This design comes from an exercise in tuning for small area, a short achievable clock period and few clock cycles on the open sky130 flow, not from production work.
Only simulation tests tie the RTL to the original design; equivalence was not proved.
Power and IR drop assume default switching activity.

north:
// fwd_core_top
module fwd_core_top (
    input  logic               clk_i,
    input  logic               arst_n_i,
    input  isa_pkg::instr_t    instr_i,
    input  logic               instr_valid_i,
    output logic               stall_o,
    output logic               cache_req_o,
    output isa_pkg::word_t     cache_addr_o,
    input  isa_pkg::word_t     cache_data_i,
    input  logic               cache_hit_i,
    output logic               wb_en_o,
    output isa_pkg::reg_addr_t wb_addr_o,
    output isa_pkg::word_t     wb_data_o
);
    logic               h_valid, issue, freeze;
    isa_pkg::instr_t    h_instr;
    logic               d_alu, d_mul, d_ld, d_wr;
    isa_pkg::reg_addr_t d_rd, rs1, rs2;
    isa_pkg::word_t     opa, opb, rf_a, rf_b;
    logic               e_wr, e_alu, x2_wr, x2_alu, x2_mul, x2_ld;
    isa_pkg::reg_addr_t e_rd, x2_rd;
    isa_pkg::word_t     e_sum, x2_sum, x2_prod, w_data;
    isa_pkg::reg_addr_t w_rd;
    decode_stage decode_i (
        .clk_i, .arst_n_i, .instr_i, .instr_valid_i, .issue_i(issue), .stall_o,
        .h_valid_o(h_valid), .h_instr_o(h_instr)
    );
    bypass_ctrl bypass_i (
        .h_valid_i(h_valid), .h_instr_i(h_instr), .freeze_i(freeze),
        .e_wr_i(e_wr), .e_alu_i(e_alu), .e_rd_i(e_rd), .e_sum_i(e_sum),
        .x2_wr_i(x2_wr), .x2_alu_i(x2_alu), .x2_mul_i(x2_mul), .x2_ld_i(x2_ld),
        .x2_rd_i(x2_rd), .x2_sum_i(x2_sum), .x2_prod_i(x2_prod), .cache_data_i,
  ...
Size in the first run: roughly 6200 cells after synthesis, ~140 I/O pins, ~75000 µm² of cells after synthesis.
==> flow/config.mk <==
export PLATFORM = sky130hd
export DESIGN_NAME = fwd_core_top
export DESIGN_NICKNAME = fwd_core_top
export VERILOG_FILES = /design/flow/design.v
export SDC_FILE = /design/flow/constraint.sdc
export NUM_CORES = 4
export LEC_CHECK = 0
export CAP_MARGIN = 20
export CORE_MARGIN = 2
export CORE_UTILIZATION = 40
export SLEW_MARGIN = 20
==> flow/constraint.sdc <==
create_clock -name core_clock -period 12.0 [get_ports {clk_i}]
set_input_delay 2.4000 -clock core_clock [delete_from_list [all_inputs] [get_ports {clk_i}]]
set_output_delay 2.4000 -clock core_clock [all_outputs]
set_load 0.01 [all_outputs]
standard.sh (not shown) runs the stock make flow with config.mk's settings and CLKGATE_MAP_FILE= SYNTH_SCRIPT=/design/flow/synth_recipe.tcl, a recipe that flattens the netlist after the stock synthesis.
==> flow/flow/run.sh <==
#!/bin/bash
# The standard layout (standard.sh: ORFS from synthesis to finish) with
# these changes to how it is made:
#  - repair_timing is asked for extra setup slack, so it sizes and buffers
#    the paths that set the achieved period;
#  - the port buffers are buf_4 cells, and sizing may change a cell's footprint.
# Each ORFS step logs to orfs/logs/...; make's whole output goes to standard.log.
set -uo pipefail
bash standard.sh SETUP_SLACK_MARGIN=8.1 MATCH_CELL_FOOTPRINT=0 \
    "BUFFER_PORTS_ARGS=-buffer_cell sky130_fd_sc_hd__buf_4" finish > standard.log 2>&1
Testbench counts of north, summed over its fixed seeds: cycles 6,337.
> inputs changed (north -> south)
==> flow/flow/run.sh <==
#!/bin/bash
# The standard layout (standard.sh: ORFS from synthesis to finish) with
# these changes to how it is made:
#  - repair_timing is asked for extra setup slack, so it sizes and buffers
#    the paths that set the achieved period;
#  - Yosys leaves full adders to ABC instead of mapping them to fa cells
#    (ADDER_MAP_FILE empty); registers are untouched;
#  - the port buffers are buf_4 cells, and sizing may change a cell's footprint.
# Each ORFS step logs to orfs/logs/...; make's whole output goes to standard.log.
set -uo pipefail
bash standard.sh SETUP_SLACK_MARGIN=8.1 ADDER_MAP_FILE= MATCH_CELL_FOOTPRINT=0 \
    "BUFFER_PORTS_ARGS=-buffer_cell sky130_fd_sc_hd__buf_4" finish > standard.log 2>&1
==> run summary <==
- south finished end to end and its layout was clean on timing, DRC and antenna.
- | storage element area | north vs south | ≈ equal |
- Compared with north, in south combinational group share of total power higher; proportion of synthesized area in mux cells roughly the same; post-synthesis cell area higher.

[re-timing with driven ports]
How much do the figures lean on ideal ports? The routed layouts below were timed once more, with nothing changed but the port constraints. Step 1, drivers: a clkbuf_16 drives clk_i and a buf_2 each remaining input, both assumed. Step 2 also shifts input and output timing later by t, the mid clock arrival at the registers, as if the neighbouring blocks saw the same clock. Slacks: no drivers / after step 1 / after step 2; pairs: no drivers / after step 1.
run | t (ns) | setup WS [ns] | worst setup path after step 2
north | 0.895 | 7.710 / 7.710 / 7.458 | input to register
south | 0.890 | 7.783 / 7.783 / 7.509 | input to register
After both steps setup and hold are still met in every run listed. For south, which loses most, drivers alone change the setup slack by 0.000 ns; drivers and shift together by -0.274 ns.
